Source: an optimization exercise on an open RTL-to-GDS flow (aim: small area, a short achievable clock period and few clock cycles per item). Production flows keep margins and buffers that such runs may drop. Only simulation tests tie the RTL to the original design; equivalence was not proved. No activity file was given, so power comes from the tool's default toggle rates.

## flow/design.v

```verilog
`default_nettype none
module fcfs_multi_server_job_scheduler
#(
  parameter int MAX_JOBS    = 64,
  parameter int MAX_SERVERS = 8
) (
  input  wire logic        clk,
  input  wire logic        rst_n,
  input  wire logic        cfg_we,
  input  wire logic [3:0]  cfg_wdata,
  input  wire logic        in_tvalid,
  output logic             in_tready,
  input  wire logic [23:0] in_tdata,
  input  wire logic        in_tuser,
  output logic             out_tvalid,
  input  wire logic        out_tready,
  output logic [31:0]      out_tdata,
  output logic             out_tuser,
  output logic             out_tlast
);
  localparam int N = 64;
  logic [2:0] lm1_r, lm1_n;
  always_comb begin
    lm1_n = lm1_r;
    if (!rst_n) begin
      lm1_n = 3'd0;
    end else if (cfg_we) begin
      if (cfg_wdata == 4'd0)
        lm1_n = 3'd0;
      else if (cfg_wdata[3])
        lm1_n = 3'd7;
      else
        lm1_n = 3'(cfg_wdata - 4'd1);
    end
  end
  always_ff @(posedge clk) lm1_r <= lm1_n;
  logic clr_r;
  always_ff @(posedge clk) clr_r <= !rst_n;
  logic        q0_v, q0_v_n;
  logic        q0_op, q0_op_n;
  logic [20:0] q0_d;
  logic        push, pop;
  logic        adv;
  logic        a_last;
  logic        hold1, hold1_n;
  logic [2:0]  s_r, s_n;
  logic        q0_fin_r;
  assign in_tready = !q0_v || (adv && q0_fin_r);
  assign push      = in_tvalid && in_tready;
  assign q0_v_n    = rst_n && ((push || pop) ? push : q0_v);
  assign q0_op_n   = push ? in_tuser : q0_op;
  always_ff @(posedge clk) begin
    q0_v     <= q0_v_n;
    q0_op    <= q0_op_n;
    q0_fin_r <= !hold1_n && (!q0_op_n || (s_n == lm1_n));
  end
  always_ff @(posedge clk) begin
    if (push) begin
      q0_d  <= in_tdata[20:0];
    end
  end
  logic [6:0]  id_mem   [N];
  logic [13:0] left_mem [N];
  logic [N-1:0] nz_c, one_c;
  logic         b_v, c_v;
  logic         b_tick, c_tick;
  logic [N-1:0] b_keep;               
  logic [N-1:0] b_pick;
  logic         c_wen;               
  logic [7:0]   c_whi, c_wlo;        
  logic [7:0]   b_whi, b_wlo;
  logic         b_busy, c_busy;
  logic [2:0]   b_s, c_s;
  logic         b_first, c_first;
  logic         b_last, c_last;
  logic [6:0]   b_id, c_id;
  logic         b_store, c_store;    
  logic [7:0]   b_ihi, b_ilo;        
  logic         b_snz, c_snz;        
  logic         b_sone, c_sone;      
  logic [8:0]   b_pp0;               
  logic [8:0]   b_pp1;               
  logic [9:0]   b_pp2;               
  logic [13:0]  c_svc;
  logic [13:0]  c_left;
  logic         c_one, c_two;        
  assign c_two = (c_left == 14'd2);
  logic [6:0]   a_cnt;     
  logic [6:0]   busy_r;    
  logic [6:0]   big_r;     
  logic         tdone_r;   
  logic [N-1:0] b_dec;
  logic [N-1:0] c_we;
  logic         c_fire;
  logic [13:0]  w_left;
  logic         w_one;
  logic         w_nz;
  assign w_left = c_tick ? c_left - 14'd1 : c_svc;
  assign w_one  = c_tick ? c_two : c_sone;
  assign w_nz   = c_tick ? !c_one : c_snz;
  always_comb begin
    for (int i = 0; i < N; i++) begin
      b_dec[i] = b_ihi[i/8] && b_ilo[i%8];
      c_we[i]  = c_wen && c_whi[i/8] && c_wlo[i%8];
    end
  end
  logic [N-1:0] nz_mid, nz_eff;
  logic [N-1:0] m_in;
  logic [N-1:0] pre;
  logic         a_fire;
  logic         a_first;
  logic         a_store;
  logic [6:0]   a_w, a_a;
  always_comb begin
    for (int i = 0; i < N; i++) begin
      nz_mid[i] = c_we[i] ? w_nz : nz_c[i];
      nz_eff[i] = (nz_mid[i] && !(b_v && b_tick && b_pick[i] && one_c[i])) ||
                  (b_store && b_dec[i] && b_snz);
    end
  end
  assign a_first = (s_r == 3'd0);
  assign a_last  = (s_r == lm1_r);
  assign m_in    = a_first ? nz_eff : (nz_eff & b_keep);
  logic [N-1:0] ks [7];
  always_comb begin
    ks[0] = {m_in[N-2:0], 1'b0};
    for (int l = 0; l < 6; l++) begin
      for (int i = 0; i < N; i++) begin
        ks[l+1][i] = (i >= (1 << l)) ? (ks[l][i] || ks[l][i - (1 << l)]) : ks[l][i];
      end
    end
    pre = ks[6];
  end
  assign a_fire  = q0_v && adv && !hold1;
  assign pop     = a_fire && (!q0_op || a_last);
  assign a_store = a_fire && !q0_op && !a_cnt[6];
  assign a_w     = q0_d[13:7];
  assign a_a     = q0_d[20:14];
  assign s_n     = !rst_n ? 3'd0 : (a_fire && q0_op) ? (a_last ? 3'd0 : s_r + 3'd1) : s_r;
  assign hold1_n = rst_n && (adv ? (a_fire && q0_op && (lm1_r == 3'd0)) : hold1);
  always_ff @(posedge clk) begin
    s_r   <= s_n;
    hold1 <= hold1_n;
  end
  always_ff @(posedge clk) begin
    if (!rst_n) begin
      a_cnt <= 7'd0;
    end else begin
      if (a_store) begin
        a_cnt <= a_cnt + 7'd1;
      end
    end
  end
  always_ff @(posedge clk) begin
    if (!rst_n) begin
      b_v     <= 1'b0;
      c_v     <= 1'b0;
      b_store <= 1'b0;
      c_store <= 1'b0;
      c_wen   <= 1'b0;
    end else if (adv) begin
      b_v     <= a_fire;
      c_v     <= b_v;
      b_store <= a_store;
      c_store <= b_store;
      c_wen   <= b_v && (b_tick ? b_busy : b_store);
    end
  end
  always_ff @(posedge clk) begin
    if (adv) begin
      b_keep  <= pre;
      b_tick  <= q0_op;
      b_busy  <= pre[N-1] || m_in[N-1];
      b_s     <= s_r;
      b_first <= a_first;
      b_last  <= a_last;
      b_id    <= q0_d[6:0];
      for (int g = 0; g < 8; g++) begin
        b_ihi[g] <= (a_cnt[5:3] == 3'(g));
        b_ilo[g] <= (a_cnt[2:0] == 3'(g));
      end
      b_snz   <= (a_w != 7'd0) && (a_a != 7'd0);
      b_sone  <= (a_w == 7'd1) && (a_a == 7'd1);
      b_pp0   <= 9'(a_w * a_a[1:0]);
      b_pp1   <= 9'(a_w * a_a[3:2]);
      b_pp2   <= 10'(a_w * a_a[6:4]);
    end
  end
  logic [6:0]  rd_id;
  logic [13:0] rd_left;
  logic        fwd;
  logic [13:0] d_left;
  logic        rd_one;
  always_comb begin
    rd_id   = '0;
    rd_left = '0;
    rd_one  = 1'b0;
    for (int i = 0; i < N; i++) begin
      rd_one  = rd_one  | (b_pick[i] && one_c[i]);
      rd_id   = rd_id   | ({7{b_pick[i]}}  & id_mem[i]);
      rd_left = rd_left | ({14{b_pick[i]}} & left_mem[i]);
    end
  end
  assign fwd    = |(b_pick & c_we);
  assign d_left = fwd ? w_left : rd_left;
  assign b_pick = {b_busy, b_keep[N-1:1]} & ~b_keep;
  always_comb begin
    b_whi = '0;
    b_wlo = '0;
    for (int i = 0; i < N; i++) begin
      b_whi[i/8] = b_whi[i/8] | b_pick[i];
      b_wlo[i%8] = b_wlo[i%8] | b_pick[i];
    end
  end
  always_ff @(posedge clk) begin
    if (adv) begin
      c_whi   <= b_tick ? b_whi : b_ihi;
      c_wlo   <= b_tick ? b_wlo : b_ilo;
      c_tick  <= b_tick;
      c_busy  <= b_busy;
      c_s     <= b_s;
      c_first <= b_first;
      c_last  <= b_last;
      c_id    <= b_tick ? (fwd ? c_id : rd_id) : b_id;
      c_left  <= d_left;
      c_one   <= fwd ? w_one : rd_one;
      c_snz   <= b_snz;
      c_sone  <= b_sone;
      c_svc   <= 14'({5'd0, b_pp0} + {3'd0, b_pp1, 2'd0} + {b_pp2, 4'd0});
    end
  end
  assign c_fire = c_v && adv;
  always_ff @(posedge clk) begin
    for (int i = 0; i < N; i++) begin
      if (adv && c_we[i] && !c_tick) begin
        id_mem[i] <= c_id;
      end
      if (clr_r || (adv && c_we[i])) begin
        left_mem[i] <= clr_r ? 14'd0 : w_left;
        nz_c[i]     <= !clr_r && w_nz;
        one_c[i]    <= !clr_r && w_one;
      end
    end
  end
  logic tick_done;
  logic ack_done;
  assign tick_done = c_first ? ((big_r == 7'd0) && (busy_r <= {4'd0, lm1_r} + 7'd1)) : tdone_r;
  assign ack_done  = (busy_r == 7'd0) && !(c_store && c_snz);
  always_ff @(posedge clk) begin
    if (!rst_n) begin
      busy_r <= '0;
      big_r  <= '0;
    end else if (c_fire) begin
      if (c_tick) begin
        if (c_one) busy_r <= busy_r - 7'd1;
        if (c_two) big_r  <= big_r - 7'd1;
      end else if (c_store) begin
        if (c_snz)            busy_r <= busy_r + 7'd1;
        if (c_snz && !c_sone) big_r  <= big_r + 7'd1;
      end
    end
  end
  always_ff @(posedge clk) begin
    if (c_fire && c_tick && c_first) begin
      tdone_r <= tick_done;
    end
  end
  logic [28:0] item;
  always_comb begin
    if (c_tick) begin
      item = {1'b1, c_last, tick_done, 1'b0, c_left, c_id, c_busy, c_s};
    end else begin
      item = {1'b0, 1'b1, ack_done, !c_store, c_store ? c_svc : 14'd0, c_id, 1'b0, 3'd0};
    end
  end
  logic        out_v;
  logic [28:0] out_d;
  assign adv = !out_v || out_tready;
  always_ff @(posedge clk) begin
    if (!rst_n) begin
      out_v <= 1'b0;
    end else if (adv) begin
      out_v <= c_v;
    end
  end
  always_ff @(posedge clk) begin
    if (adv && c_v) begin
      out_d <= item;
    end
  end
  assign out_tvalid = out_v;
  assign out_tuser  = out_d[28];
  assign out_tlast  = out_d[27];
  assign out_tdata  = {5'd0, out_d[26:0]};
endmodule
`default_nettype wire
```

## flow/run.sh

```bash
#!/bin/bash
# synth_recipe.tcl (not shown) runs the flow's synth.tcl, then flattens the netlist and writes it again
# the make line also repeats each setting of config.mk as NAME=value (left out here)
make -C /OpenROAD-flow-scripts/flow DESIGN_CONFIG=/design/flow/config.mk WORK_HOME=/design/flow/orfs CLKGATE_MAP_FILE= SYNTH_SCRIPT=/design/flow/synth_recipe.tcl finish
```

## flow/config.mk

```make
export PLATFORM = sky130hd
export DESIGN_NAME = fcfs_multi_server_job_scheduler
export DESIGN_NICKNAME = fcfs_multi_server_job_scheduler
export VERILOG_FILES = /design/flow/design.v
export SDC_FILE = /design/flow/constraint.sdc
export NUM_CORES = 4
export LEC_CHECK = 0
export CAP_MARGIN = 20
export CORE_MARGIN = 2
export CORE_UTILIZATION = 35
export CTS_BUF_LIST = sky130_fd_sc_hd__clkbuf_16
export CTS_CLUSTER_DIAMETER = 60
export CTS_CLUSTER_SIZE = 30
export SETUP_SLACK_MARGIN = 3.5
export SLEW_MARGIN = 20
```

## flow/constraint.sdc

```tcl
create_clock -name core_clock -period 6.5 [get_ports {clk}]
set_input_delay 1.3000 -clock core_clock [delete_from_list [all_inputs] [get_ports {clk}]]
set_output_delay 1.3000 -clock core_clock [all_outputs]
set_load 0.01 [all_outputs]
```

==> impl_metrics.yaml, run 1 <==
synthesis:
  ys_seq_area_share_pct: 74.9
  synth_top_cell_by_area: "edfxtp_1"
  async_reset_ff_share_pct: 0
  synth_top_area_share_pct: 73.8
  ys_top_cells_by_area: "edfxtp_1, a22o_1, a221oi_1"
  synth_cell_types: 84
  ys_warn_count: 4
  netlist_area_sq_um: 69500
  synthCells: 4402
  ys_ff_latch: 1745
  ys.flop_type: "edfxtp_1"
  synth_area_per_cell_sq_um: 15.8
  synth_edf_count: 1707
power:
  peakVddDrop_uv: 233
  p_total_uw: 25600
  power_density_nw_per_um2: 312
  leakage_uw: 0.0283
sta:
  tightest_slew_ns: 1.28
  relSlewSlack_pct: 14.6
  tns_ns: 0
  period_minus_slack_ns: 3.38
  setup_viol: 0
  finalCritPeriodShare_pct: 51.9
  rsz0062_at_grt: "true"
  drv_slew: 0
  clock_skew_ns: 0.0376
  fmax_ghz: 0.296
  final_hold_viol_count: 0
worst_setup_path:
  path_cells: "buf_4 -> nand3_1 -> a21oi_1 -> o21ai_0 -> a222oi_1 -> nor4b_4 -> and4bb_4 -> nand3_4 -> or4b_1"
  cp_max_fo: 21
  worstPathRequired_ns: 7.02
  path_class: "reg -> reg"
  end_kind: "flip-flop"
  cp_slowest_cell: "or4b_1"
  reg2regPathDepth: 9
  rr_startpoint: "c_whi[4]"
  worstReg2RegEnd: "b_keep[63]"
  r2r_setup_slack_ns: 3.12
  critPathLaunchType: "flip-flop"
  crit_arrival_ns: 3.90
  max_stage_delay_ns: 0.52
detailed_routing:
  drc: 0
  postRouteWirelength_um: 281000
  drtAntennaViolNets: 0
  drtPass1Iterations: 11
  routedWlPerCell_um: 37.9
  vias: 48241
  drt_iter0_markers: 10030
  drt-vias-per-instance: 6.50
clock_network:
  cts_buffer_depth: 3
  cts.sinks: 1745
  numCtsBuffers: 112
  cts_tree: "yes"
  hold_buffers: 0
  ctsHtreeMaxLevel: 3
  clk_pin_slew_worst_paths_ns: 0.08
  clk_latency_ns: 0.81
  cts_root_buf: "clkbuf_16"
floorplan:
  fp.dieH_um: 449
  start_util_pct: 35.2
  num_rows: 163
  ios: 70
  fp.coreArea_sq_um: 197000
  fp.dieW_um: 449
  die_area_sq_um: 202000
grt:
  grt_pass1_vias: 43159
  antenna_found_initial: 15
  track_usage_pct: 26.8
  grt_max_degree: 78
  grt_pass1_wl_um: 373000
  overflow: 0
status:
  status: "timing/DRC/antenna clean"
layout:
  final_core_util_pct: 41.5
  drive_above_1_share_pct: 18.4
  syn2layout_area_growth_pct: 17.8
  seqCellArea_sq_um: 52000
  multi_input_area_sq_um: 17700
  final_common_cell: "edfxtp_1"
  fill_cells: 17588
  fin_nets: 4784
  mostFrequentLayoutCells: "edfxtp_1, buf_4, a22o_1, a221oi_1, a22oi_1"
placement:
  hpwlAfterDp_um: 166000
  gp_congestion: 0.989
  io_buffers: 61
min_path:
  min_from: "b_s[0]"
  hold_path_class: "reg -> reg"
  hold_depth: 0
  hold_end: "c_s[0]"
run:
  maxCapViolCount: 0
[timing repair]
action / in CTS / in global routing
setup buffers: 108 / 75
setup endpoints to repair: 1306 / 271
resized for setup: 192 / 118
gates cloned: 6 / 2
pin swaps: 43 / 32
[worst max-delay path by stage]
stage                from             end  slack (ns)  cells after the start
2_1_floorplan      c_tick  left_mem[0][3]        3.21                      6
3_3_place_gp   out_tready   id_mem[31][0]        2.18                      6
3_5_place_dp   out_tready        q0_fin_r        2.13                     10
5_1_grt            c_tick      b_keep[63]        3.12                     12
4_1_cts            c_tick      b_keep[63]        3.27                     11
6_report         c_whi[4]      b_keep[63]        3.12                      9
[report_power, final]
group / leakage [uW] / internal, uW / switching (uW)
Clock: 0.00198 / 3660 / 4410
Combinational: 0.00924 / 768 / 2120
Sequential: 0.0171 / 14100 / 471
Total: 0.0283 / 18600 / 7000
[routing by layer]
| metal | wire, um | up-vias | share of wire, % | track usage (%) |
|---|---|---|---|---|
| met5 | 367 | - | 0.13 | 0.663 |
| met4 | 19700 | 23 | 7.0 | 13.3 |
| met3 | 46500 | 1100 | 17 | 10.6 |
| met2 | 115000 | 4554 | 41 | 38.1 |
| met1 | 99300 | 24189 | 35 | 35.3 |
| li1 | - | 18375 | - | - |
[metrics by stage]
stage               std cells  hold WS (ns)  worst slack [ns]  area (sq um)
global placement         7002         0.405              2.18         74800
finish                   7417         0.425              3.12         81800
global route             7413         0.436              3.12         81800
floorplan                4406         0.400              3.21         69800
CTS                      7334         0.420              3.27         80600
detailed placement       7006         0.405              2.13         74900
[sequential cells by signal (all words and copies together), names as in the netlist, 9 cells and up]
signal    flops
nz_c         64
c_svc        14
b_pp1         9
one_c        64
left_mem    896
q0_d         21
c_left       14
id_mem      448
b_pp0         9
b_keep       63
b_pp2        10
out_d        29
[critical path, delay by kind of cell, from the launching register on]
kind                   cells  cell delay (ns)
flip-flops                 1             0.32
buffers and inverters      1             0.33
AND/OR/NAND/NOR            5             1.64
AO/OA/AOI/OAI              3             0.81
[kinds of logic (layout without fill, tap and decap cells)]
family                     count (synthesis)  in the layout  synth area share (%)
AOI/OAI and AO/OA                       1119           1119                  12.7
adders and majority gates                 77             77                  1.56
xor gates and xnor gates                  52             52                 0.656
DFF                                     1745           1745                  74.9
and+or+nand+nor                          996            996                  7.56
buffers and inverters                    378            745                  2.17
muxes                                     34             34                 0.494
other                                      1              9               0.00540
[final cells by class]
cell class,count,share of cell area [%]
Sequential cell,1745,63.6
Multi-Input combinational cell,2283,21.6
Timing Repair Buffer,460,5.42
Tap cell,2640,4.04
Clock buffer,113,3.46
Clock inverter,101,1.52
Inverter,69,0.358
Timing Repair inverter,2,0.0168
Antenna cell,4,0.0122
[synthesized netlist by cell type, types with 15 or more instances]
cell      count
a21o_1       36
edfxtp_1   1707
ha_1         61
nor4_1       50
a31oi_1      25
a22oi_1     216
nand2b_1     30
and3_1       43
or3_1        22
fa_1         16
and2_1       66
a22o_1      257
inv_1        66
dfxtp_1      38
o21ai_0      47
o211ai_1     27
o21bai_1     68
mux2i_1      32
nor2_1      167
a32o_1       15
buf_1        32
nand4_1     122
buf_2        17
nor3_1       29
nand2_1     191
xnor2_1      37
a21oi_1      88
xor2_1       15
a221oi_1    245
clkbuf_1    244
nand3_1     132
nor2b_1      83
Testbench counts, summed over its fixed seeds: cycles 16,945, items 4,000.
==> inputs of run 2 (changes only) <==
--- a/flow/config.mk
+++ b/flow/config.mk
@@ -10,6 +10,3 @@
 export CORE_UTILIZATION = 35
-export CTS_BUF_LIST = sky130_fd_sc_hd__clkbuf_16
-export CTS_CLUSTER_DIAMETER = 60
-export CTS_CLUSTER_SIZE = 30
-export SETUP_SLACK_MARGIN = 3.5
+export SETUP_SLACK_MARGIN = 3.0
 export SLEW_MARGIN = 20
==> impl_metrics.yaml, run 2 <==
synthesis:
  synth_top_cell_by_area: "edfxtp_1"
  synthCells: 4402
  ys_warn_count: 4
  synth_xor_area_share_pct: 0.656
  post_synth_and_or_nand_nor_area_fraction_pct: 7.56
  synth_cell_types: 84
  synth_area_per_cell_sq_um: 15.8
  post-synth-top-count-cell: "edfxtp_1"
  async_reset_ff_share_pct: 0
  synth.area.mux_share_pct: 0.494
  netlist_area_sq_um: 69500
  synth_edf_count: 1707
  ys.flop_type: "edfxtp_1"
  ys_ff_latch: 1745
  synth_compound_area_share_pct: 12.7
  synth_top_family_by_area: "compound AO/OA/AOI/OAI gates"
  synthTopCellsByCount: "edfxtp_1, a22o_1, a221oi_1, clkbuf_1, a22oi_1"
  ys_top_cells_by_area: "edfxtp_1, a22o_1, a221oi_1"
  yosys.area_share.adder_pct: 1.56
  synth_top_area_share_pct: 73.8
  ys_seq_area_share_pct: 74.9
worst_setup_path:
  worstPathRequired_ns: 7.06
  end_kind: "flip-flop"
  path_class: "reg -> reg"
  crit_arrival_ns: 4.14
  cp_max_fo: 17
  critPathLaunchType: "flip-flop"
status:
  status: "timing/DRC/antenna clean"
sta:
  period_minus_slack_ns: 3.59
  clock_skew_ns: 0.0565
  rsz0062_at_grt: "true"
  tightest_slew_ns: 1.23
  finalCritPeriodShare_pct: 55.2
  tns_ns: 0
  final_hold_viol_count: 0
  drv_slew: 0
  setup_viol: 0
  fmax_ghz: 0.279
  relSlewSlack_pct: 17.7
detailed_routing:
  drtAntennaViolNets: 0
  drt-vias-per-instance: 6.44
  routedWlPerCell_um: 37.6
  drc: 0
  drtPass1Iterations: 22
  postRouteWirelength_um: 279000
  drt_iter0_markers: 9234
  vias: 47820
layout:
  mostFrequentLayoutCells: "edfxtp_1, buf_4, a22o_1, a221oi_1, a22oi_1"
  largest_reg_flops: 896
  reg.largest.list: "left_mem x896, id_mem x448"
  fin_nets: 4755
  fill_cells: 17668
  regMostFlops: "left_mem"
  drive_above_1_share_pct: 16.1
  final_common_cell: "edfxtp_1"
  syn2layout_area_growth_pct: 17.5
grt:
  track_usage_pct: 26.7
  grt_max_degree: 69
  overflow: 0
  grt_pass1_vias: 43618
  grt_pass1_wl_um: 372000
  antenna_found_initial: 10
power:
  leakage_uw: 0.0282
  comb_power_share_pct: 10.0
  power_density_nw_per_um2: 336
  power_frac_seq_pct: 53.5
  p_int_uw: 20500
  p_total_uw: 27400
  peakVddDrop_uv: 312
  switching_share_pct: 25.2
  power_frac_clock_pct: 36.5
  p_sw_uw: 6900
placement:
  gp_congestion: 0.999
  io_buffers: 61
  hpwlAfterDp_um: 168000
clock_network:
  hold_buffers: 0
  numCtsBuffers: 175
  ctsHtreeMaxLevel: 4
  cts_tree: "yes"
  cts.sinks: 1745
  cts_root_buf: "clkbuf_16"
  clk_pin_slew_worst_paths_ns: 0.06
  clk_latency_ns: 0.83
  cts_buffer_depth: 3
floorplan:
  fp.coreArea_sq_um: 197000
  fp.dieH_um: 449
  ios: 70
  fp.dieW_um: 449
  num_rows: 163
  die_area_sq_um: 202000
  start_util_pct: 35.2
run:
  maxCapViolCount: 0
min_path:
  hold_path_class: "reg -> reg"
run 2: cell counts after synthesis:
No cell type changed its count.
run 2: stage by stage:
| stage | cells | instance area [sq um] | util, % | hold slack [ns] | setup slack, ns |
|---|---|---|---|---|---|
| floorplan | 4406 | 69600 | - | 0.400 | 2.95 |
| global placement | 7018 | 74700 | 37.9 | 0.401 | 1.83 |
| detailed placement | 7021 | 74800 | 37.9 | 0.407 | 1.77 |
| CTS | 7388 | 81000 | 41.1 | 0.418 | 2.99 |
| global route | 7424 | 81600 | 41.4 | 0.429 | 2.92 |
| finish | 7430 | 81600 | 41.4 | 0.416 | 2.92 |
run 2: kinds of logic after synthesis:
logic type | after synthesis
multiplexers | 34
adder cells (fa/ha/maj) | 77
flip-flops | 1745
buffers and inverters | 378
XOR/XNOR | 52
AO/OA/AOI/OAI | 1119
AND/OR/NAND/NOR | 996
other | 1
run 2: timing repair:
| item | CTS | global route |
|---|---|---|
| gates resized for setup | 56 | 51 |
| endpoints found under the setup margin | 62 | 90 |
| setup buffers | 46 | 31 |
| gates cloned | 4 | 2 |
| pin swaps | 12 | 19 |
run 2: area by class of cell:
type | instances | area [sq um] | area share, %
diodes | 6 | 15.0 | 0.0184
repair inverters | 1 | 6.26 | 0.00766
clock buffers | 232 | 4710 | 5.77
clock inverters | 85 | 842 | 1.03
repair buffers | 367 | 3270 | 4.01
well taps | 2640 | 3300 | 4.05
inverters | 69 | 272 | 0.333
multi-input cells | 2285 | 17200 | 21.0
flip-flops and latches | 1745 | 52000 | 63.7
run 2: power by group through the flow:
stage | clock (uW) | sequential (uW) | combinational [uW]
after floorplan | 0 | 14800 | 1230
after global placement | 0 | 14800 | 2400
after detailed placement | 0 | 14900 | 2440
after CTS | 10000 | 14600 | 2560
after global routing | 10500 | 14700 | 2810
final | 10000 | 14600 | 2740
run 2: worst paths after layout:
path,to,cells after the start,startpoint,slack (ns)
worst max-delay path,c_id[1],9,b_keep[6],2.92
worst min-delay path,c_svc[0],0,b_pp0[0],0.42
worst max register to register,c_id[1],9,b_keep[6],2.92
worst min register to register,c_svc[0],0,b_pp0[0],0.42
run 2: critical path, cell delays in order, from the launching register on:
cell,delay (ns)
edfxtp_1,0.48
nor2b_4,0.17
buf_4,0.23
buf_4,0.32
a22o_1,0.33
a221oi_1,0.20
nand3_1,0.19
nor4_2,0.63
nand4_1,0.27
o32a_1,0.43
run 2: layer usage:
| metal | vias up | share of wire, % | GRT usage [%] |
|---|---|---|---|
| li1 | 18339 | - | - |
| met2 | 4268 | 42 | 38.4 |
| met1 | 24165 | 36 | 34.7 |
| met4 | 19 | 6.7 | 14.4 |
| met5 | - | 0.18 | 0 |
| met3 | 1029 | 16 | 10.2 |

## separate check: timing with driven ports
Ports are ideal in the flow. The routed layouts listed here were re-timed in OpenROAD.
Step 1 (the two cells are an assumption about what drives the block):
set clk [get_ports {clk}]
set_driving_cell -lib_cell sky130_fd_sc_hd__clkbuf_16 $clk
set_driving_cell -lib_cell sky130_fd_sc_hd__buf_2 [delete_from_list [all_inputs] $clk]
Step 2 times the ports against the registers' clock, not the clock port: input delays grow and output delays shrink by t, the midpoint of the rising clock arrivals with the driver on.
Slacks: no drivers / after step 1 / after step 2; pairs: no drivers / after step 1.
| run | t (ns) | setup WS [ns] | worst setup path after step 2 | clock arrival spread, ns |
|---|---|---|---|---|
| run 1 | 0.851 | 3.124 / 3.124 / 2.647 | input to register | 0.049 / 0.049 |
| run 2 | 0.879 | 2.915 / 2.915 / 2.422 | input to register | 0.059 / 0.058 |
After both steps every run listed still meets setup and hold. For run 2, which loses most, drivers alone change the setup slack by 0.000 ns; drivers and shift together by -0.493 ns.
